Source: an optimization exercise on an open RTL-to-GDS flow (aim: small area, a short achievable clock period and few clock cycles per item). Production flows keep margins and buffers that such runs may drop.
Where RTL was checked, it was by simulation tests only, not by an equivalence proof against the original.
For run 2, only the layout was checked, not whether the RTL still works.
Power is estimated from default activity; no workload was simulated.

## flow/design.v (module list and top-level ports; edited modules follow where they fit)
// module fpu_bpp: 10 lines
// module fpu_fa: 10 lines
// module fpu_mult_pre: 54 lines
// module fpu_mult_sa: 1245 lines
// module fpu_mult_sb: 364 lines
// module fpu_mult_arb: 111 lines
module fpu_mult_arb
#(
   parameter int NUM_REQ = 4
)(
   input  logic                    clk,
   input  logic                    rst,
   input  logic [NUM_REQ-1:0]      req_valid,
   output logic [NUM_REQ-1:0]      req_ready,
   input  logic [NUM_REQ*FP_W-1:0] req_a,
   input  logic [NUM_REQ*FP_W-1:0] req_b,
   output logic [NUM_REQ-1:0]      rsp_valid,
   input  logic [NUM_REQ-1:0]      rsp_ready,
   output logic [FP_W-1:0]         rsp_data,
   output logic                    busy
);
  // ...
==> flow/flow/run.sh <==
#!/bin/bash
set -euo pipefail
MARGIN=5.9
cd "$(dirname "$0")/.."
bash standard.sh "BUFFER_PORTS_ARGS=-buffer_cell sky130_fd_sc_hd__buf_1" \
   "SETUP_SLACK_MARGIN=$MARGIN" finish > standard.log 2>&1
==> flow/standard.sh <==
#!/bin/bash
# synth_recipe.tcl (not shown) runs the flow's synth.tcl, then flattens the netlist and writes it again
# the make line also repeats each setting of config.mk as NAME=value (left out here)
make -C /OpenROAD-flow-scripts/flow DESIGN_CONFIG=/design/flow/config.mk WORK_HOME=/design/flow/orfs CLKGATE_MAP_FILE= SYNTH_SCRIPT=/design/flow/synth_recipe.tcl "${@:-finish}"
==> flow/config.mk <==
export PLATFORM = sky130hd
export DESIGN_NAME = fpu_mult_arb
export DESIGN_NICKNAME = fpu_mult_arb
export VERILOG_FILES = /design/flow/design.v
export SDC_FILE = /design/flow/constraint.sdc
export NUM_CORES = 4
export LEC_CHECK = 0
export CAP_MARGIN = 0
export CORE_MARGIN = 2
export CORE_UTILIZATION = 60
export SLEW_MARGIN = 0
export SYNTH_HIERARCHICAL = 1
export SYNTH_MINIMUM_KEEP_SIZE = 0
export TNS_END_PERCENT = 10
==> flow/constraint.sdc <==
create_clock -name core_clock -period 9.0 [get_ports {clk}]
set_input_delay 1.8000 -clock core_clock [delete_from_list [all_inputs] [get_ports {clk}]]
set_output_delay 1.8000 -clock core_clock [all_outputs]
set_load 0.01 [all_outputs]
==> impl_metrics.ini, run 1 <==
[power]
combPwrFrac = 0.133
comb_cell_power_mw = 0.417

[synthesis]
yosys.area.top_type_share = 0.227
netlist_instances = 1914
synth-simple-area-share = 0.0369
synth_flop_cell = dfxtp_1
synth_top_family_by_area = adder cells
syn_area_per_cell_um2 = 12.2

[clocking]
clkTransAtPathRegs_ps = 60
cts_inserted_buffers = 30

[cells_and_area]
largest_reg_flops = 108
fillerInstances = 3002
buffers = 343
fin_util = 0.673
final_cell_mix = xnor2_1, buf_1, a22oi_2, fa_1, dfxtp_1
reg.largest.list = r2_cut (108), r1_bs (36), r_hdata (32)

[status]
status = complete, no violations

[worst_setup_path]
worstPathArrival_ps = 3630
rr_worst_depth = 6
cp_cell_sequence = a22oi_2, xnor2_1, fa_1, fa_1, fa_1, fa_1

[die]
rows = 72
dieWidth_um = 201
taps = 518
ios = 307

[detailed_routing]
drc_errors = 0
met1_length_mm = 28.8
met2_length_mm = 31.7
wl_met3_mm = 6.68

[place]
io_buffer_count = 306
placed_cells = 2569

[timing]
rsz0062_at_grt = yes
final_hold_viol_count = 0
layout_setup_ws_ps = 5800

[grt]
grtUsageMet2 = 0.539
Testbench counts, summed over its fixed seeds: cycles 3,232, items 3,200.
==> module fpu_mult_sb, before the edit <==
module fpu_mult_sb (
   input  wire [107:0] cut,
   output wire [24:0] hi
);
   wire s830, c831;
   fpu_fa u_s830 (.a(cut[7]), .b(cut[8]), .c(cut[9]), .s(s830), .co(c831));
   wire s832 = cut[10] ^ cut[11];
   wire c833 = cut[10] & cut[11];
   wire s834 = cut[12] ^ cut[13];
   wire c835 = cut[12] & cut[13];
   wire s836 = cut[14] ^ cut[15];
   wire c837 = cut[14] & cut[15];
   wire s838 = cut[16] ^ cut[17];
   wire c839 = cut[16] & cut[17];
   wire s840 = cut[18] ^ cut[19];
   wire c841 = cut[18] & cut[19];
   wire s842 = cut[20] ^ cut[21];
   wire c843 = cut[20] & cut[21];
   wire s844 = cut[22] ^ cut[23];
   wire c845 = cut[22] & cut[23];
   wire s846 = cut[24] ^ cut[25];
   wire c847 = cut[24] & cut[25];
   wire s848 = cut[26] ^ cut[27];
   wire c849 = cut[26] & cut[27];
   wire s850 = cut[28] ^ cut[29];
   wire c851 = cut[28] & cut[29];
   wire s852 = cut[30] ^ cut[31];
   wire c853 = cut[30] & cut[31];
   wire s854 = cut[32] ^ cut[33];
   wire c855 = cut[32] & cut[33];
   wire s856, c857;
   fpu_fa u_s856 (.a(cut[34]), .b(cut[35]), .c(cut[36]), .s(s856), .co(c857));
   wire s858, c859;
   fpu_fa u_s858 (.a(cut[37]), .b(cut[38]), .c(cut[39]), .s(s858), .co(c859));
   wire s860, c861;
   fpu_fa u_s860 (.a(cut[40]), .b(cut[41]), .c(cut[42]), .s(s860), .co(c861));
   wire s862, c863;
   fpu_fa u_s862 (.a(cut[43]), .b(cut[44]), .c(cut[45]), .s(s862), .co(c863));
   wire s864, c865;
   fpu_fa u_s864 (.a(cut[46]), .b(cut[47]), .c(cut[48]), .s(s864), .co(c865));
   wire s866, c867;
   fpu_fa u_s866 (.a(cut[49]), .b(cut[50]), .c(cut[51]), .s(s866), .co(c867));
   wire s868, c869;
   fpu_fa u_s868 (.a(cut[52]), .b(cut[53]), .c(cut[54]), .s(s868), .co(c869));
   wire s870, c871;
   fpu_fa u_s870 (.a(cut[55]), .b(cut[56]), .c(cut[57]), .s(s870), .co(c871));
   wire s872, c873;
   fpu_fa u_s872 (.a(cut[58]), .b(cut[59]), .c(cut[60]), .s(s872), .co(c873));
   wire s874, c875;
   fpu_fa u_s874 (.a(cut[61]), .b(cut[62]), .c(cut[63]), .s(s874), .co(c875));
   wire s876, c877;
   fpu_fa u_s876 (.a(cut[64]), .b(cut[65]), .c(cut[66]), .s(s876), .co(c877));
   wire s878, c879;
   fpu_fa u_s878 (.a(cut[67]), .b(cut[68]), .c(cut[69]), .s(s878), .co(c879));
   wire s880, c881;
   fpu_fa u_s880 (.a(cut[70]), .b(cut[71]), .c(cut[72]), .s(s880), .co(c881));
   wire s882, c883;
   fpu_fa u_s882 (.a(cut[73]), .b(cut[74]), .c(cut[75]), .s(s882), .co(c883));
   wire s884, c885;
   fpu_fa u_s884 (.a(cut[76]), .b(cut[77]), .c(cut[78]), .s(s884), .co(c885));
   wire s886 = cut[79] ^ cut[80];
   wire c887 = cut[79] & cut[80];
   wire s888, c889;
   fpu_fa u_s888 (.a(cut[81]), .b(cut[82]), .c(cut[83]), .s(s888), .co(c889));
   wire s890 = cut[84] ^ cut[85];
   wire c891 = cut[84] & cut[85];
   wire s892, c893;
   fpu_fa u_s892 (.a(cut[86]), .b(cut[87]), .c(cut[88]), .s(s892), .co(c893));
   wire s894 = cut[89] ^ cut[90];
   wire c895 = cut[89] & cut[90];
   wire s896, c897;
   fpu_fa u_s896 (.a(cut[91]), .b(cut[92]), .c(cut[93]), .s(s896), .co(c897));
   wire s898 = cut[94] ^ cut[95];
   wire c899 = cut[94] & cut[95];
   wire s900, c901;
   fpu_fa u_s900 (.a(cut[97]), .b(cut[98]), .c(cut[99]), .s(s900), .co(c901));
   wire s902, c903;
   fpu_fa u_s902 (.a(cut[101]), .b(cut[102]), .c(cut[103]), .s(s902), .co(c903));
   wire [47:0] x = {cut[106], cut[105], c903, s902, c901, s900, c899, c897, c895, c893, c891, c889, c887, c885, c883, c881, c879, c877, c875, c873, c871, c869, c867, c865, c863, c861, c859, c857, c855, c853, c851, c849, c847, c845, c843, c841, c839, c837, c835, c833, c831, s830, cut[6], cut[5], cut[4], cut[3], cut[2], cut[0]};
   wire [47:0] y = {cut[107], 1'b0, cut[104], 1'b0, cut[100], 1'b0, cut[96], s898, s896, s894, s892, s890, s888, s886, s884, s882, s880, s878, s876, s874, s872, s870, s868, s866, s864, s862, s860, s858, s856, s854, s852, s850, s848, s846, s844, s842, s840, s838, s836, s834, s832, 1'b0, 1'b0, 1'b0, 1'b0, 1'b0, 1'b0, cut[1]};
   wire [47:0] g = x & y;
   wire [47:0] p = x ^ y;
   wire G0_1 = g[1] | (p[1] & g[0]);
   wire P0_1 = p[1] & p[0];
   wire G0_3 = g[3] | (p[3] & g[2]);
   wire P0_3 = p[3] & p[2];
   wire G0_5 = g[5] | (p[5] & g[4]);
   wire P0_5 = p[5] & p[4];
   wire G0_7 = g[7] | (p[7] & g[6]);
   wire P0_7 = p[7] & p[6];
   wire G0_9 = g[9] | (p[9] & g[8]);
   wire P0_9 = p[9] & p[8];
   wire G0_11 = g[11] | (p[11] & g[10]);
   wire P0_11 = p[11] & p[10];
   wire G0_13 = g[13] | (p[13] & g[12]);
   wire P0_13 = p[13] & p[12];
   wire G0_15 = g[15] | (p[15] & g[14]);
   wire P0_15 = p[15] & p[14];
   wire G0_17 = g[17] | (p[17] & g[16]);
   wire P0_17 = p[17] & p[16];
   wire G0_19 = g[19] | (p[19] & g[18]);
   wire P0_19 = p[19] & p[18];
   wire G0_21 = g[21] | (p[21] & g[20]);
   wire P0_21 = p[21] & p[20];
   wire G0_23 = g[23] | (p[23] & g[22]);
   wire P0_23 = p[23] & p[22];
   wire G0_25 = g[25] | (p[25] & g[24]);
   wire P0_25 = p[25] & p[24];
   wire G0_27 = g[27] | (p[27] & g[26]);
   wire P0_27 = p[27] & p[26];
   wire G0_29 = g[29] | (p[29] & g[28]);
   wire P0_29 = p[29] & p[28];
   wire G0_31 = g[31] | (p[31] & g[30]);
   wire P0_31 = p[31] & p[30];
   wire G0_33 = g[33] | (p[33] & g[32]);
   wire P0_33 = p[33] & p[32];
   wire G0_35 = g[35] | (p[35] & g[34]);
   wire P0_35 = p[35] & p[34];
   wire G0_37 = g[37] | (p[37] & g[36]);
   wire P0_37 = p[37] & p[36];
   wire G0_39 = g[39] | (p[39] & g[38]);
   wire P0_39 = p[39] & p[38];
   wire G0_41 = g[41] | (p[41] & g[40]);
   wire P0_41 = p[41] & p[40];
   wire G0_43 = g[43] | (p[43] & g[42]);
   wire P0_43 = p[43] & p[42];
   wire G0_45 = g[45] | (p[45] & g[44]);
   wire P0_45 = p[45] & p[44];
   wire G0_47 = g[47] | (p[47] & g[46]);
   wire P0_47 = p[47] & p[46];
   wire G1_2 = g[2] | (p[2] & G0_1);
   wire P1_2 = p[2] & P0_1;
   wire G1_3 = G0_3 | (P0_3 & G0_1);
   wire P1_3 = P0_3 & P0_1;
   wire G1_6 = g[6] | (p[6] & G0_5);
   wire P1_6 = p[6] & P0_5;
   wire G1_7 = G0_7 | (P0_7 & G0_5);
   wire P1_7 = P0_7 & P0_5;
   wire G1_10 = g[10] | (p[10] & G0_9);
   wire P1_10 = p[10] & P0_9;
   wire G1_11 = G0_11 | (P0_11 & G0_9);
   wire P1_11 = P0_11 & P0_9;
   wire G1_14 = g[14] | (p[14] & G0_13);
   wire P1_14 = p[14] & P0_13;
   wire G1_15 = G0_15 | (P0_15 & G0_13);
   wire P1_15 = P0_15 & P0_13;
   wire G1_18 = g[18] | (p[18] & G0_17);
   wire P1_18 = p[18] & P0_17;
   wire G1_19 = G0_19 | (P0_19 & G0_17);
   wire P1_19 = P0_19 & P0_17;
   wire G1_22 = g[22] | (p[22] & G0_21);
   wire P1_22 = p[22] & P0_21;
   wire G1_23 = G0_23 | (P0_23 & G0_21);
   wire P1_23 = P0_23 & P0_21;
   wire G1_26 = g[26] | (p[26] & G0_25);
   wire P1_26 = p[26] & P0_25;
   wire G1_27 = G0_27 | (P0_27 & G0_25);
   wire P1_27 = P0_27 & P0_25;
   wire G1_30 = g[30] | (p[30] & G0_29);
   wire P1_30 = p[30] & P0_29;
   wire G1_31 = G0_31 | (P0_31 & G0_29);
   wire P1_31 = P0_31 & P0_29;
   wire G1_34 = g[34] | (p[34] & G0_33);
   wire P1_34 = p[34] & P0_33;
   wire G1_35 = G0_35 | (P0_35 & G0_33);
   wire P1_35 = P0_35 & P0_33;
   wire G1_38 = g[38] | (p[38] & G0_37);
   wire P1_38 = p[38] & P0_37;
   wire G1_39 = G0_39 | (P0_39 & G0_37);
   wire P1_39 = P0_39 & P0_37;
   wire G1_42 = g[42] | (p[42] & G0_41);
   wire P1_42 = p[42] & P0_41;
   wire G1_43 = G0_43 | (P0_43 & G0_41);
   wire P1_43 = P0_43 & P0_41;
   wire G1_46 = g[46] | (p[46] & G0_45);
   wire P1_46 = p[46] & P0_45;
   wire G1_47 = G0_47 | (P0_47 & G0_45);
   wire P1_47 = P0_47 & P0_45;
   wire G2_4 = g[4] | (p[4] & G1_3);
   wire P2_4 = p[4] & P1_3;
   wire G2_5 = G0_5 | (P0_5 & G1_3);
   wire P2_5 = P0_5 & P1_3;
   wire G2_6 = G1_6 | (P1_6 & G1_3);
   wire P2_6 = P1_6 & P1_3;
   wire G2_7 = G1_7 | (P1_7 & G1_3);
   wire P2_7 = P1_7 & P1_3;
   wire G2_12 = g[12] | (p[12] & G1_11);
   wire P2_12 = p[12] & P1_11;
   wire G2_13 = G0_13 | (P0_13 & G1_11);
   wire P2_13 = P0_13 & P1_11;
   wire G2_14 = G1_14 | (P1_14 & G1_11);
   wire P2_14 = P1_14 & P1_11;
   wire G2_15 = G1_15 | (P1_15 & G1_11);
   wire P2_15 = P1_15 & P1_11;
   wire G2_20 = g[20] | (p[20] & G1_19);
   wire P2_20 = p[20] & P1_19;
   wire G2_21 = G0_21 | (P0_21 & G1_19);
   wire P2_21 = P0_21 & P1_19;
   wire G2_22 = G1_22 | (P1_22 & G1_19);
   wire P2_22 = P1_22 & P1_19;
   wire G2_23 = G1_23 | (P1_23 & G1_19);
   wire P2_23 = P1_23 & P1_19;
   wire G2_28 = g[28] | (p[28] & G1_27);
   wire P2_28 = p[28] & P1_27;
   wire G2_29 = G0_29 | (P0_29 & G1_27);
   wire P2_29 = P0_29 & P1_27;
   wire G2_30 = G1_30 | (P1_30 & G1_27);
   wire P2_30 = P1_30 & P1_27;
   wire G2_31 = G1_31 | (P1_31 & G1_27);
   wire P2_31 = P1_31 & P1_27;
   wire G2_36 = g[36] | (p[36] & G1_35);
   wire P2_36 = p[36] & P1_35;
   wire G2_37 = G0_37 | (P0_37 & G1_35);
   wire P2_37 = P0_37 & P1_35;
   wire G2_38 = G1_38 | (P1_38 & G1_35);
   wire P2_38 = P1_38 & P1_35;
   wire G2_39 = G1_39 | (P1_39 & G1_35);
   wire P2_39 = P1_39 & P1_35;
   wire G2_44 = g[44] | (p[44] & G1_43);
   wire P2_44 = p[44] & P1_43;
   wire G2_45 = G0_45 | (P0_45 & G1_43);
   wire P2_45 = P0_45 & P1_43;
   wire G2_46 = G1_46 | (P1_46 & G1_43);
   wire P2_46 = P1_46 & P1_43;
   wire G2_47 = G1_47 | (P1_47 & G1_43);
   wire P2_47 = P1_47 & P1_43;
   wire G3_8 = g[8] | (p[8] & G2_7);
   wire P3_8 = p[8] & P2_7;
   wire G3_9 = G0_9 | (P0_9 & G2_7);
   wire P3_9 = P0_9 & P2_7;
   wire G3_10 = G1_10 | (P1_10 & G2_7);
   wire P3_10 = P1_10 & P2_7;
   wire G3_11 = G1_11 | (P1_11 & G2_7);
   wire P3_11 = P1_11 & P2_7;
   wire G3_12 = G2_12 | (P2_12 & G2_7);
   wire P3_12 = P2_12 & P2_7;
   wire G3_13 = G2_13 | (P2_13 & G2_7);
   wire P3_13 = P2_13 & P2_7;
   wire G3_14 = G2_14 | (P2_14 & G2_7);
   wire P3_14 = P2_14 & P2_7;
   wire G3_15 = G2_15 | (P2_15 & G2_7);
   wire P3_15 = P2_15 & P2_7;
   wire G3_24 = g[24] | (p[24] & G2_23);
   wire P3_24 = p[24] & P2_23;
   wire G3_25 = G0_25 | (P0_25 & G2_23);
   wire P3_25 = P0_25 & P2_23;
   wire G3_26 = G1_26 | (P1_26 & G2_23);
   wire P3_26 = P1_26 & P2_23;
   wire G3_27 = G1_27 | (P1_27 & G2_23);
   wire P3_27 = P1_27 & P2_23;
   wire G3_28 = G2_28 | (P2_28 & G2_23);
   wire P3_28 = P2_28 & P2_23;
   wire G3_29 = G2_29 | (P2_29 & G2_23);
   wire P3_29 = P2_29 & P2_23;
   wire G3_30 = G2_30 | (P2_30 & G2_23);
   wire P3_30 = P2_30 & P2_23;
   wire G3_31 = G2_31 | (P2_31 & G2_23);
   wire P3_31 = P2_31 & P2_23;
   wire G3_40 = g[40] | (p[40] & G2_39);
   wire P3_40 = p[40] & P2_39;
   wire G3_41 = G0_41 | (P0_41 & G2_39);
   wire P3_41 = P0_41 & P2_39;
   wire G3_42 = G1_42 | (P1_42 & G2_39);
   wire P3_42 = P1_42 & P2_39;
   wire G3_43 = G1_43 | (P1_43 & G2_39);
   wire P3_43 = P1_43 & P2_39;
   wire G3_44 = G2_44 | (P2_44 & G2_39);
   wire P3_44 = P2_44 & P2_39;
   wire G3_45 = G2_45 | (P2_45 & G2_39);
   wire P3_45 = P2_45 & P2_39;
   wire G3_46 = G2_46 | (P2_46 & G2_39);
   wire P3_46 = P2_46 & P2_39;
   wire G3_47 = G2_47 | (P2_47 & G2_39);
   wire P3_47 = P2_47 & P2_39;
   wire G4_16 = g[16] | (p[16] & G3_15);
   wire P4_16 = p[16] & P3_15;
   wire G4_17 = G0_17 | (P0_17 & G3_15);
   wire P4_17 = P0_17 & P3_15;
   wire G4_18 = G1_18 | (P1_18 & G3_15);
   wire P4_18 = P1_18 & P3_15;
   wire G4_19 = G1_19 | (P1_19 & G3_15);
   wire P4_19 = P1_19 & P3_15;
   wire G4_20 = G2_20 | (P2_20 & G3_15);
   wire P4_20 = P2_20 & P3_15;
   wire G4_21 = G2_21 | (P2_21 & G3_15);
   wire P4_21 = P2_21 & P3_15;
   wire G4_22 = G2_22 | (P2_22 & G3_15);
   wire P4_22 = P2_22 & P3_15;
   wire G4_23 = G2_23 | (P2_23 & G3_15);
   wire P4_23 = P2_23 & P3_15;
   wire G4_24 = G3_24 | (P3_24 & G3_15);
   wire P4_24 = P3_24 & P3_15;
   wire G4_25 = G3_25 | (P3_25 & G3_15);
   wire P4_25 = P3_25 & P3_15;
   wire G4_26 = G3_26 | (P3_26 & G3_15);
   wire P4_26 = P3_26 & P3_15;
   wire G4_27 = G3_27 | (P3_27 & G3_15);
   wire P4_27 = P3_27 & P3_15;
   wire G4_28 = G3_28 | (P3_28 & G3_15);
   wire P4_28 = P3_28 & P3_15;
   wire G4_29 = G3_29 | (P3_29 & G3_15);
   wire P4_29 = P3_29 & P3_15;
   wire G4_30 = G3_30 | (P3_30 & G3_15);
   wire P4_30 = P3_30 & P3_15;
   wire G4_31 = G3_31 | (P3_31 & G3_15);
   wire P4_31 = P3_31 & P3_15;
   wire G5_32 = g[32] | (p[32] & G4_31);
   wire P5_32 = p[32] & P4_31;
   wire G5_33 = G0_33 | (P0_33 & G4_31);
   wire P5_33 = P0_33 & P4_31;
   wire G5_34 = G1_34 | (P1_34 & G4_31);
   wire P5_34 = P1_34 & P4_31;
   wire G5_35 = G1_35 | (P1_35 & G4_31);
   wire P5_35 = P1_35 & P4_31;
   wire G5_36 = G2_36 | (P2_36 & G4_31);
   wire P5_36 = P2_36 & P4_31;
   wire G5_37 = G2_37 | (P2_37 & G4_31);
   wire P5_37 = P2_37 & P4_31;
   wire G5_38 = G2_38 | (P2_38 & G4_31);
   wire P5_38 = P2_38 & P4_31;
   wire G5_39 = G2_39 | (P2_39 & G4_31);
   wire P5_39 = P2_39 & P4_31;
   wire G5_40 = G3_40 | (P3_40 & G4_31);
   wire P5_40 = P3_40 & P4_31;
   wire G5_41 = G3_41 | (P3_41 & G4_31);
   wire P5_41 = P3_41 & P4_31;
   wire G5_42 = G3_42 | (P3_42 & G4_31);
   wire P5_42 = P3_42 & P4_31;
   wire G5_43 = G3_43 | (P3_43 & G4_31);
   wire P5_43 = P3_43 & P4_31;
   wire G5_44 = G3_44 | (P3_44 & G4_31);
   wire P5_44 = P3_44 & P4_31;
   wire G5_45 = G3_45 | (P3_45 & G4_31);
   wire P5_45 = P3_45 & P4_31;
   wire G5_46 = G3_46 | (P3_46 & G4_31);
   wire P5_46 = P3_46 & P4_31;
   wire G5_47 = G3_47 | (P3_47 & G4_31);
   wire P5_47 = P3_47 & P4_31;
   assign hi[0] = p[23] ^ G4_22;
   assign hi[1] = p[24] ^ G4_23;
   assign hi[2] = p[25] ^ G4_24;
   assign hi[3] = p[26] ^ G4_25;
   assign hi[4] = p[27] ^ G4_26;
   assign hi[5] = p[28] ^ G4_27;
   assign hi[6] = p[29] ^ G4_28;
   assign hi[7] = p[30] ^ G4_29;
   assign hi[8] = p[31] ^ G4_30;
   assign hi[9] = p[32] ^ G4_31;
   assign hi[10] = p[33] ^ G5_32;
   assign hi[11] = p[34] ^ G5_33;
   assign hi[12] = p[35] ^ G5_34;
   assign hi[13] = p[36] ^ G5_35;
   assign hi[14] = p[37] ^ G5_36;
   assign hi[15] = p[38] ^ G5_37;
   assign hi[16] = p[39] ^ G5_38;
   assign hi[17] = p[40] ^ G5_39;
   assign hi[18] = p[41] ^ G5_40;
   assign hi[19] = p[42] ^ G5_41;
   assign hi[20] = p[43] ^ G5_42;
   assign hi[21] = p[44] ^ G5_43;
   assign hi[22] = p[45] ^ G5_44;
   assign hi[23] = p[46] ^ G5_45;
   assign hi[24] = p[47] ^ G5_46;
endmodule
==> module fpu_mult_arb, before the edit <==
module fpu_mult_arb
#(
   parameter int NUM_REQ = 4
)(
   input  logic                    clk,
   input  logic                    rst,
   input  logic [NUM_REQ-1:0]      req_valid,
   output logic [NUM_REQ-1:0]      req_ready,
   input  logic [NUM_REQ*FP_W-1:0] req_a,
   input  logic [NUM_REQ*FP_W-1:0] req_b,
   output logic [NUM_REQ-1:0]      rsp_valid,
   input  logic [NUM_REQ-1:0]      rsp_ready,
   output logic [FP_W-1:0]         rsp_data,
   output logic                    busy
);
   localparam int NC = MULT_CUT_W;
   logic [3:0]  r_ptr;       
   logic        r_v1;        
   logic        r_v2;        
   logic [3:0]  r_rdy;       
   logic        r_park;      
   logic [3:0]  r_pown;      
   logic [3:0]  r_hown;      
   logic        r_busy;
   logic [22:0] r1_ma;
   logic [MULT_B_W-1:0] r1_bs;    
   logic [7:0]  r1_e;
   logic        r1_s;
   logic [NC-1:0] r2_cut;
   logic [7:0]  r2_e;
   logic        r2_s;
   logic [24:0] r3_hi;           
   logic [7:0]  r3_e;            
   logic        r3_s;
   logic [31:0] r_hdata;         
   wire [3:0] w_own1 = {r_ptr[0], r_ptr[3:1]};
   wire [3:0] w_own2 = {r_ptr[1:0], r_ptr[3:2]};
   logic [31:0] w_a, w_b;
   always_comb begin
      w_a = '0;
      w_b = '0;
      for (int i = 0; i < 4; i++) begin
         w_a = w_a | (req_a[i*32 +: 32] & {32{r_ptr[i]}});
         w_b = w_b | (req_b[i*32 +: 32] & {32{r_ptr[i]}});
      end
   end
   logic [MULT_B_W-1:0] w_bs;
   fpu_mult_pre u_pre (.mb(w_b[22:0]), .bs(w_bs));
   logic [NC-1:0] w_cut;
   fpu_mult_sa u_sa (.ma(r1_ma), .bs(r1_bs), .cut(w_cut));
   logic [24:0] w_hi;
   fpu_mult_sb u_sb (.cut(r2_cut), .hi(w_hi));
   wire [7:0]  w_e1  = r3_e + 8'd1;
   wire [31:0] w_res = r3_hi[24] ? {r3_s, w_e1, r3_hi[23:1]} : {r3_s, r3_e, r3_hi[22:0]};
   wire       w_taken = |(r_hown & rsp_ready);
   wire       w_hfree = ~(|r_hown) | w_taken;
   wire       w_s3    = (|r_rdy) | r_park;           
   wire [3:0] w_s3own = r_park ? r_pown : r_rdy;
   wire       w_hold  = w_s3 & ~w_hfree;             
   wire       w_drop  = r_v2 & w_hold;
   always_ff @(posedge clk or posedge rst) begin
      if (rst) begin
         r_ptr  <= 4'b0001;
         r_v1   <= 1'b0;
         r_v2   <= 1'b0;
         r_rdy  <= '0;
         r_park <= 1'b0;
         r_pown <= '0;
         r_hown <= '0;
         r_busy <= 1'b0;
      end else begin
         if (w_hfree)
            r_hown <= w_s3 ? w_s3own : 4'b0;
         r_park <= w_hold;
         if (w_hold)
            r_pown <= w_s3own;
         r_busy <= w_s3 | ~w_hfree;
         if (w_drop) begin
            r_v1  <= 1'b0;
            r_v2  <= 1'b0;
            r_rdy <= '0;
            r_ptr <= w_own2;
         end else begin
            r_v1  <= |(req_valid & r_ptr);
            r_v2  <= r_v1;
            r_rdy <= w_hold ? 4'b0 : ({4{r_v2}} & w_own2);
            r_ptr <= {r_ptr[2:0], r_ptr[3]};
         end
      end
   end
   always_ff @(posedge clk) begin
      r1_ma  <= w_a[22:0];
      r1_bs  <= w_bs;
      r1_e   <= w_a[30:23] + w_b[30:23] + 8'd129;    
      r1_s   <= w_a[31] ^ w_b[31];
      r2_cut <= w_cut;
      r2_e   <= r1_e;
      r2_s   <= r1_s;
      if (~w_hold) begin
         r3_hi <= w_hi;
         r3_e  <= r2_e;
         r3_s  <= r2_s;
      end
      if (w_hfree)
         r_hdata <= w_res;
   end
   assign req_ready = r_rdy;
   assign rsp_valid = r_hown;
   assign rsp_data  = r_hdata;
   assign busy      = r_busy;
endmodule
==> run 2, diff against run 1 <==
--- a/flow/design.v
+++ b/flow/design.v
@@ -1,16 +1,16 @@
 `default_nettype none
 package fpu_pkg;
    localparam int FP_W       = 32;
    localparam int EXP_MSB    = 30;
    localparam int EXP_LSB    = 23;
    localparam int SIGN_BIT   = 31;
    localparam int MAX_REQ    = 8;
-   localparam int MULT_CUT_W = 108;
+   localparam int MULT_CUT_W = 87;
    localparam int MULT_B_W   = 36;
 endpackage
 `default_nettype wire
 `default_nettype none
 module fpu_bpp (
    input  wire one,
    input  wire two,
    input  wire neg,
@@ -82,17 +82,17 @@
    wire neg11 = B[23];
    wire one11 = B[22] ^ B[21];
    wire two11 = (B[23] & ~B[22] & ~B[21]) | (~B[23] & B[22] & B[21]);
    assign bs[35:33] = {two11, one11, neg11};
 endmodule
 module fpu_mult_sa (
    input  wire [22:0] ma,
    input  wire [35:0] bs,
-   output wire [107:0] cut
+   output wire [86:0] cut
 );
    wire [24:0] A = {1'b0, 1'b1, ma};
    wire neg0 = bs[0];
    wire one0 = bs[1];
    wire two0 = bs[2];
    wire bp1 = (one0 & A[0]) ^ neg0;
    wire bp2;
    fpu_bpp u_bp2 (.one(one0), .two(two0), .neg(neg0), .a0(A[1]), .a1(A[0]), .p(bp2));
@@ -1215,205 +1215,184 @@
    wire s822, c823;
    fpu_fa u_s822 (.a(s652), .b(c757), .c(s758), .s(s822), .co(c823));
    wire s824, c825;
    fpu_fa u_s824 (.a(s658), .b(c763), .c(s764), .s(s824), .co(c825));
    wire s826, c827;
    fpu_fa u_s826 (.a(c661), .b(s662), .c(c767), .s(s826), .co(c827));
    wire s828, c829;
    fpu_fa u_s828 (.a(c517), .b(s518), .c(c769), .s(s828), .co(c829));
-   assign cut[0] = bp1;
-   assign cut[1] = neg0;
-   assign cut[2] = bp2;
-   assign cut[3] = s312;
-   assign cut[4] = s520;
-   assign cut[5] = s668;
-   assign cut[6] = s770;
-   assign cut[7] = c771;
-   assign cut[8] = s318;
-   assign cut[9] = s522;
-   assign cut[10] = c523;
-   assign cut[11] = s524;
-   assign cut[12] = c525;
-   assign cut[13] = s526;
-   assign cut[14] = s528;
-   assign cut[15] = s670;
-   assign cut[16] = c671;
-   assign cut[17] = s672;
-   assign cut[18] = c673;
-   assign cut[19] = s674;
-   assign cut[20] = c675;
-   assign cut[21] = s676;
-   assign cut[22] = s772;
-   assign cut[23] = c677;
-   assign cut[24] = c773;
-   assign cut[25] = s774;
-   assign cut[26] = c775;
-   assign cut[27] = s776;
-   assign cut[28] = c777;
-   assign cut[29] = s778;
-   assign cut[30] = c779;
-   assign cut[31] = s780;
-   assign cut[32] = c781;
-   assign cut[33] = s782;
-   assign cut[34] = c783;
-   assign cut[35] = s784;
-   assign cut[36] = s692;
-   assign cut[37] = c785;
-   assign cut[38] = s786;
-   assign cut[39] = s696;
-   assign cut[40] = c787;
-   assign cut[41] = s788;
-   assign cut[42] = s700;
-   assign cut[43] = c789;
-   assign cut[44] = s790;
-   assign cut[45] = s706;
-   assign cut[46] = c791;
-   assign cut[47] = s792;
-   assign cut[48] = s710;
-   assign cut[49] = c793;
-   assign cut[50] = s794;
-   assign cut[51] = s714;
-   assign cut[52] = c795;
-   assign cut[53] = s796;
-   assign cut[54] = s718;
-   assign cut[55] = c797;
-   assign cut[56] = s798;
-   assign cut[57] = s722;
-   assign cut[58] = c799;
-   assign cut[59] = s800;
-   assign cut[60] = s726;
-   assign cut[61] = c801;
-   assign cut[62] = s802;
-   assign cut[63] = s730;
-   assign cut[64] = c803;
-   assign cut[65] = s804;
-   assign cut[66] = s734;
-   assign cut[67] = c805;
-   assign cut[68] = s806;
-   assign cut[69] = s738;
-   assign cut[70] = c807;
-   assign cut[71] = s808;
-   assign cut[72] = s742;
-   assign cut[73] = c809;
-   assign cut[74] = s810;
-   assign cut[75] = s744;
-   assign cut[76] = c811;
-   assign cut[77] = s812;
-   assign cut[78] = s748;
-   assign cut[79] = c813;
-   assign cut[80] = s814;
-   assign cut[81] = c815;
-   assign cut[82] = s816;
-   assign cut[83] = s752;
-   assign cut[84] = c817;
-   assign cut[85] = s818;
-   assign cut[86] = c819;
-   assign cut[87] = s820;
-   assign cut[88] = s756;
-   assign cut[89] = c821;
-   assign cut[90] = s822;
-   assign cut[91] = c823;
-   assign cut[92] = c759;
-   assign cut[93] = s760;
-   assign cut[94] = c761;
-   assign cut[95] = s762;
-   assign cut[96] = s824;
-   assign cut[97] = c825;
-   assign cut[98] = c765;
-   assign cut[99] = s766;
-   assign cut[100] = s826;
-   assign cut[101] = c827;
-   assign cut[102] = c663;
-   assign cut[103] = s664;
-   assign cut[104] = s768;
-   assign cut[105] = s828;
-   assign cut[106] = c829;
-   assign cut[107] = s666;
-endmodule
-module fpu_mult_sb (
-   input  wire [107:0] cut,
-   output wire [24:0] hi
-);
    wire s830, c831;
-   fpu_fa u_s830 (.a(cut[7]), .b(cut[8]), .c(cut[9]), .s(s830), .co(c831));
-   wire s832 = cut[10] ^ cut[11];
-   wire c833 = cut[10] & cut[11];
-   wire s834 = cut[12] ^ cut[13];
-   wire c835 = cut[12] & cut[13];
-   wire s836 = cut[14] ^ cut[15];
-   wire c837 = cut[14] & cut[15];
-   wire s838 = cut[16] ^ cut[17];
-   wire c839 = cut[16] & cut[17];
-   wire s840 = cut[18] ^ cut[19];
-   wire c841 = cut[18] & cut[19];
-   wire s842 = cut[20] ^ cut[21];
-   wire c843 = cut[20] & cut[21];
-   wire s844 = cut[22] ^ cut[23];
-   wire c845 = cut[22] & cut[23];
-   wire s846 = cut[24] ^ cut[25];
-   wire c847 = cut[24] & cut[25];
-   wire s848 = cut[26] ^ cut[27];
-   wire c849 = cut[26] & cut[27];
-   wire s850 = cut[28] ^ cut[29];
-   wire c851 = cut[28] & cut[29];
-   wire s852 = cut[30] ^ cut[31];
-   wire c853 = cut[30] & cut[31];
-   wire s854 = cut[32] ^ cut[33];
-   wire c855 = cut[32] & cut[33];
+   fpu_fa u_s830 (.a(s318), .b(s522), .c(c771), .s(s830), .co(c831));
+   wire s832 = c523 ^ s524;
+   wire c833 = c523 & s524;
+   wire s834 = c525 ^ s526;
+   wire c835 = c525 & s526;
+   wire s836 = s528 ^ s670;
+   wire c837 = s528 & s670;
+   wire s838 = c671 ^ s672;
+   wire c839 = c671 & s672;
+   wire s840 = c673 ^ s674;
+   wire c841 = c673 & s674;
+   wire s842 = c675 ^ s676;
+   wire c843 = c675 & s676;
+   wire s844 = c677 ^ s772;
+   wire c845 = c677 & s772;
+   wire s846 = c773 ^ s774;
+   wire c847 = c773 & s774;
+   wire s848 = c775 ^ s776;
+   wire c849 = c775 & s776;
+   wire s850 = c777 ^ s778;
+   wire c851 = c777 & s778;
+   wire s852 = c779 ^ s780;
+   wire c853 = c779 & s780;
+   wire s854 = c781 ^ s782;
+   wire c855 = c781 & s782;
    wire s856, c857;
-   fpu_fa u_s856 (.a(cut[34]), .b(cut[35]), .c(cut[36]), .s(s856), .co(c857));
+   fpu_fa u_s856 (.a(s692), .b(c783), .c(s784), .s(s856), .co(c857));
    wire s858, c859;
-   fpu_fa u_s858 (.a(cut[37]), .b(cut[38]), .c(cut[39]), .s(s858), .co(c859));
+   fpu_fa u_s858 (.a(s696), .b(c785), .c(s786), .s(s858), .co(c859));
    wire s860, c861;
-   fpu_fa u_s860 (.a(cut[40]), .b(cut[41]), .c(cut[42]), .s(s860), .co(c861));
+   fpu_fa u_s860 (.a(s700), .b(c787), .c(s788), .s(s860), .co(c861));
    wire s862, c863;
-   fpu_fa u_s862 (.a(cut[43]), .b(cut[44]), .c(cut[45]), .s(s862), .co(c863));
+   fpu_fa u_s862 (.a(s706), .b(c789), .c(s790), .s(s862), .co(c863));
    wire s864, c865;
-   fpu_fa u_s864 (.a(cut[46]), .b(cut[47]), .c(cut[48]), .s(s864), .co(c865));
+   fpu_fa u_s864 (.a(s710), .b(c791), .c(s792), .s(s864), .co(c865));
    wire s866, c867;
-   fpu_fa u_s866 (.a(cut[49]), .b(cut[50]), .c(cut[51]), .s(s866), .co(c867));
+   fpu_fa u_s866 (.a(s714), .b(c793), .c(s794), .s(s866), .co(c867));
    wire s868, c869;
-   fpu_fa u_s868 (.a(cut[52]), .b(cut[53]), .c(cut[54]), .s(s868), .co(c869));
+   fpu_fa u_s868 (.a(s718), .b(c795), .c(s796), .s(s868), .co(c869));
    wire s870, c871;
-   fpu_fa u_s870 (.a(cut[55]), .b(cut[56]), .c(cut[57]), .s(s870), .co(c871));
+   fpu_fa u_s870 (.a(s722), .b(c797), .c(s798), .s(s870), .co(c871));
    wire s872, c873;
-   fpu_fa u_s872 (.a(cut[58]), .b(cut[59]), .c(cut[60]), .s(s872), .co(c873));
+   fpu_fa u_s872 (.a(s726), .b(c799), .c(s800), .s(s872), .co(c873));
    wire s874, c875;
-   fpu_fa u_s874 (.a(cut[61]), .b(cut[62]), .c(cut[63]), .s(s874), .co(c875));
+   fpu_fa u_s874 (.a(s730), .b(c801), .c(s802), .s(s874), .co(c875));
    wire s876, c877;
-   fpu_fa u_s876 (.a(cut[64]), .b(cut[65]), .c(cut[66]), .s(s876), .co(c877));
+   fpu_fa u_s876 (.a(s734), .b(c803), .c(s804), .s(s876), .co(c877));
    wire s878, c879;
-   fpu_fa u_s878 (.a(cut[67]), .b(cut[68]), .c(cut[69]), .s(s878), .co(c879));
+   fpu_fa u_s878 (.a(s738), .b(c805), .c(s806), .s(s878), .co(c879));
    wire s880, c881;
-   fpu_fa u_s880 (.a(cut[70]), .b(cut[71]), .c(cut[72]), .s(s880), .co(c881));
+   fpu_fa u_s880 (.a(s742), .b(c807), .c(s808), .s(s880), .co(c881));
    wire s882, c883;
-   fpu_fa u_s882 (.a(cut[73]), .b(cut[74]), .c(cut[75]), .s(s882), .co(c883));
+   fpu_fa u_s882 (.a(s744), .b(c809), .c(s810), .s(s882), .co(c883));
    wire s884, c885;
-   fpu_fa u_s884 (.a(cut[76]), .b(cut[77]), .c(cut[78]), .s(s884), .co(c885));
-   wire s886 = cut[79] ^ cut[80];
-   wire c887 = cut[79] & cut[80];
+   fpu_fa u_s884 (.a(s748), .b(c811), .c(s812), .s(s884), .co(c885));
+   wire s886 = c813 ^ s814;
+   wire c887 = c813 & s814;
    wire s888, c889;
-   fpu_fa u_s888 (.a(cut[81]), .b(cut[82]), .c(cut[83]), .s(s888), .co(c889));
-   wire s890 = cut[84] ^ cut[85];
-   wire c891 = cut[84] & cut[85];
+   fpu_fa u_s888 (.a(s752), .b(c815), .c(s816), .s(s888), .co(c889));
+   wire s890 = c817 ^ s818;
+   wire c891 = c817 & s818;
    wire s892, c893;
-   fpu_fa u_s892 (.a(cut[86]), .b(cut[87]), .c(cut[88]), .s(s892), .co(c893));
-   wire s894 = cut[89] ^ cut[90];
-   wire c895 = cut[89] & cut[90];
+   fpu_fa u_s892 (.a(s756), .b(c819), .c(s820), .s(s892), .co(c893));
+   wire s894 = c821 ^ s822;
+   wire c895 = c821 & s822;
    wire s896, c897;
-   fpu_fa u_s896 (.a(cut[91]), .b(cut[92]), .c(cut[93]), .s(s896), .co(c897));
-   wire s898 = cut[94] ^ cut[95];
-   wire c899 = cut[94] & cut[95];
+   fpu_fa u_s896 (.a(c759), .b(s760), .c(c823), .s(s896), .co(c897));
+   wire s898 = c761 ^ s762;
+   wire c899 = c761 & s762;
    wire s900, c901;
-   fpu_fa u_s900 (.a(cut[97]), .b(cut[98]), .c(cut[99]), .s(s900), .co(c901));
+   fpu_fa u_s900 (.a(c765), .b(s766), .c(c825), .s(s900), .co(c901));
    wire s902, c903;
-   fpu_fa u_s902 (.a(cut[101]), .b(cut[102]), .c(cut[103]), .s(s902), .co(c903));
-   wire [47:0] x = {cut[106], cut[105], c903, s902, c901, s900, c899, c897, c895, c893, c891, c889, c887, c885, c883, c881, c879, c877, c875, c873, c871, c869, c867, c865, c863, c861, c859, c857, c855, c853, c851, c849, c847, c845, c843, c841, c839, c837, c835, c833, c831, s830, cut[6], cut[5], cut[4], cut[3], cut[2], cut[0]};
-   wire [47:0] y = {cut[107], 1'b0, cut[104], 1'b0, cut[100], 1'b0, cut[96], s898, s896, s894, s892, s890, s888, s886, s884, s882, s880, s878, s876, s874, s872, s870, s868, s866, s864, s862, s860, s858, s856, s854, s852, s850, s848, s846, s844, s842, s840, s838, s836, s834, s832, 1'b0, 1'b0, 1'b0, 1'b0, 1'b0, 1'b0, cut[1]};
+   fpu_fa u_s902 (.a(c663), .b(s664), .c(c827), .s(s902), .co(c903));
+   assign cut[0] = bp1;
+   assign cut[1] = neg0;
+   assign cut[2] = bp2;
+   assign cut[3] = s312;
+   assign cut[4] = s520;
+   assign cut[5] = s668;
+   assign cut[6] = s770;
+   assign cut[7] = s830;
+   assign cut[8] = c831;
+   assign cut[9] = s832;
+   assign cut[10] = c833;
+   assign cut[11] = s834;
+   assign cut[12] = c835;
+   assign cut[13] = s836;
+   assign cut[14] = c837;
+   assign cut[15] = s838;
+   assign cut[16] = c839;
+   assign cut[17] = s840;
+   assign cut[18] = c841;
+   assign cut[19] = s842;
+   assign cut[20] = c843;
+   assign cut[21] = s844;
+   assign cut[22] = c845;
+   assign cut[23] = s846;
+   assign cut[24] = c847;
+   assign cut[25] = s848;
+   assign cut[26] = c849;
+   assign cut[27] = s850;
+   assign cut[28] = c851;
+   assign cut[29] = s852;
+   assign cut[30] = c853;
+   assign cut[31] = s854;
+   assign cut[32] = c855;
+   assign cut[33] = s856;
+   assign cut[34] = c857;
+   assign cut[35] = s858;
+   assign cut[36] = c859;
+   assign cut[37] = s860;
+   assign cut[38] = c861;
+   assign cut[39] = s862;
+   assign cut[40] = c863;
+   assign cut[41] = s864;
+   assign cut[42] = c865;
+   assign cut[43] = s866;
+   assign cut[44] = c867;
+   assign cut[45] = s868;
+   assign cut[46] = c869;
+   assign cut[47] = s870;
+   assign cut[48] = c871;
+   assign cut[49] = s872;
+   assign cut[50] = c873;
+   assign cut[51] = s874;
+   assign cut[52] = c875;
+   assign cut[53] = s876;
+   assign cut[54] = c877;
+   assign cut[55] = s878;
+   assign cut[56] = c879;
+   assign cut[57] = s880;
+   assign cut[58] = c881;
+   assign cut[59] = s882;
+   assign cut[60] = c883;
+   assign cut[61] = s884;
+   assign cut[62] = c885;
+   assign cut[63] = s886;
+   assign cut[64] = c887;
+   assign cut[65] = s888;
+   assign cut[66] = c889;
+   assign cut[67] = s890;
+   assign cut[68] = c891;
+   assign cut[69] = s892;
+   assign cut[70] = c893;
+   assign cut[71] = s894;
+   assign cut[72] = c895;
+   assign cut[73] = s896;
+   assign cut[74] = c897;
+   assign cut[75] = s898;
+   assign cut[76] = c899;
+   assign cut[77] = s824;
+   assign cut[78] = s900;
+   assign cut[79] = c901;
+   assign cut[80] = s826;
+   assign cut[81] = s902;
+   assign cut[82] = c903;
+   assign cut[83] = s768;
+   assign cut[84] = s828;
+   assign cut[85] = s666;
+   assign cut[86] = c829;
+endmodule
+module fpu_mult_sb (
+   input  wire [86:0] cut,
+   output wire [24:0] hi
+);
+   wire [47:0] x = {cut[85], cut[84], cut[82], cut[81], cut[79], cut[78], cut[76], cut[74], cut[72], cut[70], cut[68], cut[66], cut[64], cut[62], cut[60], cut[58], cut[56], cut[54], cut[52], cut[50], cut[48], cut[46], cut[44], cut[42], cut[40], cut[38], cut[36], cut[34], cut[32], cut[30], cut[28], cut[26], cut[24], cut[22], cut[20], cut[18], cut[16], cut[14], cut[12], cut[10], cut[8], cut[7], cut[6], cut[5], cut[4], cut[3], cut[2], cut[0]};
+   wire [47:0] y = {cut[86], 1'b0, cut[83], 1'b0, cut[80], 1'b0, cut[77], cut[75], cut[73], cut[71], cut[69], cut[67], cut[65], cut[63], cut[61], cut[59], cut[57], cut[55], cut[53], cut[51], cut[49], cut[47], cut[45], cut[43], cut[41], cut[39], cut[37], cut[35], cut[33], cut[31], cut[29], cut[27], cut[25], cut[23], cut[21], cut[19], cut[17], cut[15], cut[13], cut[11], cut[9], 1'b0, 1'b0, 1'b0, 1'b0, 1'b0, 1'b0, cut[1]};
    wire [47:0] g = x & y;
    wire [47:0] p = x ^ y;
    wire G0_1 = g[1] | (p[1] & g[0]);
    wire P0_1 = p[1] & p[0];
    wire G0_3 = g[3] | (p[3] & g[2]);
    wire P0_3 = p[3] & p[2];
    wire G0_5 = g[5] | (p[5] & g[4]);
    wire P0_5 = p[5] & p[4];
@@ -1709,102 +1688,104 @@
    output logic [NUM_REQ-1:0]      rsp_valid,
    input  logic [NUM_REQ-1:0]      rsp_ready,
    output logic [FP_W-1:0]         rsp_data,
    output logic                    busy
 );
    localparam int NC = MULT_CUT_W;
    logic [3:0]  r_ptr;       
    logic        r_v1;        
-   logic        r_v2;        
    logic [3:0]  r_rdy;       
-   logic        r_park;      
-   logic [3:0]  r_pown;      
-   logic [3:0]  r_hown;      
+   logic [1:0]  r_f;         
+   logic [3:0]  r_o0, r_o1;  
+   logic        r_wp;        
+   logic        r_rp;        
+   logic [3:0]  r_rv;        
    logic        r_busy;
    logic [22:0] r1_ma;
    logic [MULT_B_W-1:0] r1_bs;    
    logic [7:0]  r1_e;
    logic        r1_s;
    logic [NC-1:0] r2_cut;
-   logic [7:0]  r2_e;
+   logic [7:0]  r2_e, r2_e1;      
    logic        r2_s;
-   logic [24:0] r3_hi;           
-   logic [7:0]  r3_e;            
-   logic        r3_s;
-   logic [31:0] r_hdata;         
+   logic [31:0] r_d0, r_d1;   
+   logic        r_s0, r_s1;   
    wire [3:0] w_own1 = {r_ptr[0], r_ptr[3:1]};
-   wire [3:0] w_own2 = {r_ptr[1:0], r_ptr[3:2]};
    logic [31:0] w_a, w_b;
    always_comb begin
       w_a = '0;
       w_b = '0;
       for (int i = 0; i < 4; i++) begin
          w_a = w_a | (req_a[i*32 +: 32] & {32{r_ptr[i]}});
          w_b = w_b | (req_b[i*32 +: 32] & {32{r_ptr[i]}});
       end
    end
    logic [MULT_B_W-1:0] w_bs;
    fpu_mult_pre u_pre (.mb(w_b[22:0]), .bs(w_bs));
    logic [NC-1:0] w_cut;
    fpu_mult_sa u_sa (.ma(r1_ma), .bs(r1_bs), .cut(w_cut));
    logic [24:0] w_hi;
    fpu_mult_sb u_sb (.cut(r2_cut), .hi(w_hi));
-   wire [7:0]  w_e1  = r3_e + 8'd1;
-   wire [31:0] w_res = r3_hi[24] ? {r3_s, w_e1, r3_hi[23:1]} : {r3_s, r3_e, r3_hi[22:0]};
-   wire       w_taken = |(r_hown & rsp_ready);
-   wire       w_hfree = ~(|r_hown) | w_taken;
-   wire       w_s3    = (|r_rdy) | r_park;           
-   wire [3:0] w_s3own = r_park ? r_pown : r_rdy;
-   wire       w_hold  = w_s3 & ~w_hfree;             
-   wire       w_drop  = r_v2 & w_hold;
+   wire [31:0] w_res = w_hi[24] ? {r2_s, r2_e1, w_hi[23:1]} : {r2_s, r2_e, w_hi[22:0]};
+   wire       w_taken = |(r_rv & rsp_ready);
+   wire       w_acc   = |r_rdy;
+   wire [1:0] w_wr    = {w_acc & r_wp, w_acc & ~r_wp};
+   wire [1:0] w_rd    = {w_taken & r_rp, w_taken & ~r_rp};
+   wire [1:0] w_f_n   = (r_f & ~w_rd) | w_wr;
+   wire       w_rp_n  = r_rp ^ w_taken;
+   wire [3:0] w_o0_n  = w_wr[0] ? r_rdy : r_o0;
+   wire [3:0] w_o1_n  = w_wr[1] ? r_rdy : r_o1;
+   wire       w_full  = &w_f_n;         
+   wire       w_drop  = r_v1 & w_full;
    always_ff @(posedge clk or posedge rst) begin
       if (rst) begin
          r_ptr  <= 4'b0001;
          r_v1   <= 1'b0;
-         r_v2   <= 1'b0;
          r_rdy  <= '0;
-         r_park <= 1'b0;
-         r_pown <= '0;
-         r_hown <= '0;
+         r_f    <= '0;
+         r_o0   <= '0;
+         r_o1   <= '0;
+         r_wp   <= 1'b0;
+         r_rp   <= 1'b0;
+         r_rv   <= '0;
          r_busy <= 1'b0;
       end else begin
-         if (w_hfree)
-            r_hown <= w_s3 ? w_s3own : 4'b0;
-         r_park <= w_hold;
-         if (w_hold)
-            r_pown <= w_s3own;
-         r_busy <= w_s3 | ~w_hfree;
+         r_f    <= w_f_n;
+         r_o0   <= w_o0_n;
+         r_o1   <= w_o1_n;
+         r_wp   <= r_wp ^ w_acc;
+         r_rp   <= w_rp_n;
+         r_rv   <= w_rp_n ? (w_f_n[1] ? w_o1_n : 4'b0) : (w_f_n[0] ? w_o0_n : 4'b0);
+         r_busy <= |w_f_n;
          if (w_drop) begin
             r_v1  <= 1'b0;
-            r_v2  <= 1'b0;
             r_rdy <= '0;
-            r_ptr <= w_own2;
+            r_ptr <= w_own1;
          end else begin
             r_v1  <= |(req_valid & r_ptr);
-            r_v2  <= r_v1;
-            r_rdy <= w_hold ? 4'b0 : ({4{r_v2}} & w_own2);
+            r_rdy <= {4{r_v1}} & w_own1;
             r_ptr <= {r_ptr[2:0], r_ptr[3]};
          end
       end
    end
    always_ff @(posedge clk) begin
       r1_ma  <= w_a[22:0];
       r1_bs  <= w_bs;
       r1_e   <= w_a[30:23] + w_b[30:23] + 8'd129;    
       r1_s   <= w_a[31] ^ w_b[31];
       r2_cut <= w_cut;
       r2_e   <= r1_e;
+      r2_e1  <= r1_e + 8'd1;
       r2_s   <= r1_s;
-      if (~w_hold) begin
-         r3_hi <= w_hi;
-         r3_e  <= r2_e;
-         r3_s  <= r2_s;
-      end
-      if (w_hfree)
-         r_hdata <= w_res;
+      r_s0   <= ~w_rp_n;
+      r_s1   <= w_rp_n;
+      if (w_wr[0])
+         r_d0 <= w_res;
+      if (w_wr[1])
+         r_d1 <= w_res;
    end
    assign req_ready = r_rdy;
-   assign rsp_valid = r_hown;
-   assign rsp_data  = r_hdata;
+   assign rsp_valid = r_rv;
+   assign rsp_data  = ({32{r_s0}} & r_d0) | ({32{r_s1}} & r_d1);
    assign busy      = r_busy;
 endmodule
 `default_nettype wire
==> flow/flow/run.sh (replaced) <==
#!/bin/bash
# Layout flow: the standard layout (standard.sh: the standard synthesis,
# floorplan, power grid, placement, CTS and routing, all unchanged) with two
# settings of how the layout is made:
#   - every input and output port still gets its own buffer, but a
#     sky130_fd_sc_hd__buf_1 instead of the delay cell buffer_ports picks;
set -euo pipefail
MARGIN=5.5
cd "$(dirname "$0")/.."
bash standard.sh "BUFFER_PORTS_ARGS=-buffer_cell sky130_fd_sc_hd__buf_1" \
   "SETUP_SLACK_MARGIN=$MARGIN" finish > standard.log 2>&1
==> flow/config.mk (replaced) <==
export PLATFORM = sky130hd
export DESIGN_NAME = fpu_mult_arb
export DESIGN_NICKNAME = fpu_mult_arb
export VERILOG_FILES = /design/flow/design.v
export SDC_FILE = /design/flow/constraint.sdc
export NUM_CORES = 4
export LEC_CHECK = 0
export CAP_MARGIN = 20
export CORE_MARGIN = 2
export CORE_UTILIZATION = 60
export SLEW_MARGIN = 20
export SYNTH_HIERARCHICAL = 1
export SYNTH_MINIMUM_KEEP_SIZE = 0
==> impl_metrics.ini, run 2 <==
[power]
p_leak_nw = 9.99
irDropWorstVdd_mv = 0.195
power_density_nw_per_um2 = 276

[grt]
grt_pass1_wl_mm = 111
grt_pass1_vias = 18200
grt_max_degree = 67
grt_use_total = 0.362
grt_overflow = 0
antenna_found_initial = 3

[place]
place_area_um2 = 24200
hpwl_mm = 45.5
post-place-ws_ps = 5180
routabilityCongestion = 0.888
io_buffer_count = 306

[worst_setup_path]
critPathRequiredTime_ps = 9450
path_depth = 8
start_kind = register
rr_worst_depth = 8
cp_num_buf_inv = 1
crit_top_cell = fa_1
cp_cell_sequence = buf_16, nand2_1, xnor2_1, fa_1, fa_1, fa_1, fa_1, fa_1
criticalPathCategory = reg -> reg
cpPeakStageDelay_ps = 540
cp_top_family = adder cells
endpoint_kind = register
worstPathArrival_ps = 4010
cp_slowest_cell = fa_1
path_max_fanout = 12

[timing]
fin_skew_ps = 30.4
max_freq_mhz = 281
fin_setup_tns_ps = 0
finalCriticalPeriod_ps = 3550
tightest_slew_ps = 998
slew_viol_final = 0
finalSetupViolations = 0
rsz0062_at_grt = yes
layout_setup_ws_ps = 5450
slew_headroom = 0.334
post-route-period-util = 0.395
final_hold_viol_count = 0

[cells_and_area]
largest_reg_flops = 87
regMostFlops = r2_cut
final_cell_mix = xnor2_1, buf_1, a22oi_2, fa_1, a22oi_1
nets = 2871
drive_gt1_frac = 0.271
final_common_cell = xnor2_1
design_area_um2 = 28000
reg.largest.list = r2_cut (87), r1_bs (36)
area_growth_syn_to_layout_pct = 20.5

[detailed_routing]
drtIter0Drc = 1978
num_vias = 18100
drtAntennaViolNets = 0
via_per_inst = 6.48
avgRoutedWirePerCell_um = 28.2
drt-pass1-iter-count = 6
drc_errors = 0
routed_wl_mm = 78.7

[clocking]
cts-root-buf = clkbuf_16
clkTransAtPathRegs_ps = 60
cts_buffer_depth = 3
cts-htree-levels = 1
insertion_delay_ps = 590
tritoncts = yes
cts_inserted_buffers = 28
cts.sinks = 264

[flow_run]
drv_cap = 0

[synthesis]
ys_ff_latch = 264
syn-num-nets = 2525
syn_area_um2 = 23300
yosys.area.top_type_share = 0.227
synth_area_leaders = fa_1, dfxtp_1, a22oi_2, xnor2_1, edfxtp_1
synth_edf_count = 64
yosys_warnings = 7
yosysUniqueCellTypes = 56
synth_flop_cell = dfxtp_1
yosysSeqAreaShare = 0.260
netlist_top_cells_count = xnor2_1, a22oi_2, fa_1
netlist_instances = 1905
yosysTopAreaCell = fa_1
syn_area_per_cell_um2 = 12.2
async_flop_share = 0.0985
post-synth-top-count-cell = xnor2_1

[die]
start_util = 0.605
rows = 72
dieArea_um2 = 40400
coreArea_um2 = 38500
ios = 307
die_h_um = 201
dieWidth_um = 201

[hold_path]
hp-class = reg -> reg
min_path_cells = 0

[status]
status = complete, no violations
[run 2: modules after synthesis, one instance, submodules excluded]
module | cells | area, µm² | flops+latches | copies in the design
fpu_mult_pre | 81 | 576 | 0 | 1
fpu_mult_arb | 654 | 8830 | 264 | 1
fpu_bpp | 2 | 21.3 | 0 | 264
fpu_mult_sa | 226 | 1710 | 0 | 1
fpu_mult_sb | 154 | 1280 | 0 | 1
fpu_fa | 1 | 20.0 | 0 | 262
[run 2: final timing paths]
check                                   from            endpoint  slack (ps)
min in group asynchronous                rst   r_rv[1]$_DFF_PP0_        1410
min reg2reg                     r1_s$_DFF_P_        r2_s$_DFF_P_         380
max reg2reg                r1_bs[25]$_DFF_P_  r2_cut[33]$_DFF_P_        5450
max                        r1_bs[25]$_DFF_P_  r2_cut[33]$_DFF_P_        5450
min                             r1_s$_DFF_P_        r2_s$_DFF_P_         380
max in group asynchronous                rst  r_ptr[2]$_DFF_PP0_        6900
[run 2: stage by stage]
stage               cells   util  power, mW  hold WS (ps)
CTS                  2686  0.685       7.38           379
detailed placement   2578  0.630       6.04           369
finish               2793  0.728       7.74           382
floorplan            1905      -       5.73           310
global route         2793  0.728       8.24           388
global placement     2578  0.630       5.91           363
[run 2: logic make-up after synthesis]
logic type | synth area share
compound gates | 0.225
fa+ha+maj | 0.276
buf+inv | 0.0580
simple gates | 0.0305
other cells | 0.000323
flops | 0.260
mux | 0.0206
xor+xnor | 0.130
[run 2: metal layers]
layer | up-vias | GRT usage | share of wire
met5 | - | 0 | 0
met4 | 0 | 0.126 | 0.045
met3 | 250 | 0.0817 | 0.12
met2 | 1292 | 0.555 | 0.44
met1 | 9111 | 0.508 | 0.40
li1 | 7459 | - | -
[run 2: area by class of cell]
| cell class | count | area (µm²) |
|---|---|---|
| Inverter | 69 | 259 |
| Antenna cell | 3 | 7.51 |
| Sequential cell | 264 | 6280 |
| Multi-Input combinational cell | 1410 | 16100 |
| Tap cell | 518 | 648 |
| Clock buffer | 35 | 768 |
| Timing Repair Buffer | 478 | 3830 |
| Clock inverter | 16 | 166 |
| Fill cell | 2695 | 10400 |
[run 2: report_power, final]
part           switching [mW]  internal [mW]  leakage [nW]
clock                   0.507          0.667         0.453
sequential              0.249           1.91          2.38
combinational            2.33           2.08          7.16
[run 2: timing repair]
| action | in CTS | in global routing |
|---|---|---|
| hold endpoints to repair | 0 | 0 |
| gates resized for setup | 39 | 44 |
| hold buffers | 0 | 0 |
| gates cloned | 1 | 2 |
| pin swaps | 5 | 8 |
| setup buffers | 56 | 102 |
| endpoints found under the setup margin | 145 | 104 |

-- separate check: timing with driven ports --
How much do the figures lean on ideal ports? The routed layouts below were timed once more, with nothing changed but the port constraints. Step 1 (the two cells are an assumption about what drives the block):
set clk [get_ports {clk}]
set_driving_cell -lib_cell sky130_fd_sc_hd__clkbuf_16 $clk
set_driving_cell -lib_cell sky130_fd_sc_hd__buf_2 [delete_from_list [all_inputs] $clk]
Step 2 adds t to the input delays and takes it off the output delays; t is the mean of the earliest and latest rising clock arrival at the registers after step 1. Input paths then give back, and output paths get back, about the clock's delay inside the block. a / b / c = no drivers / after step 1 / after step 2; a / b = the first two.
| run | t, ns | setup slack, ns | hold WS [ns] | worst slew at a driven data input, ns |
|---|---|---|---|---|
| run 1 | 0.635 | 5.802 / 5.802 / 5.295 | 0.327 / 0.327 / 0.327 | 0.11 |
| run 2 | 0.636 | 5.446 / 5.446 / 5.334 | 0.382 / 0.382 / 0.382 | 0.16 |
After both steps every run listed still meets setup and hold. The setup slack of run 1, which loses most, moves by 0.000 ns with the drivers and by -0.507 ns with both steps.
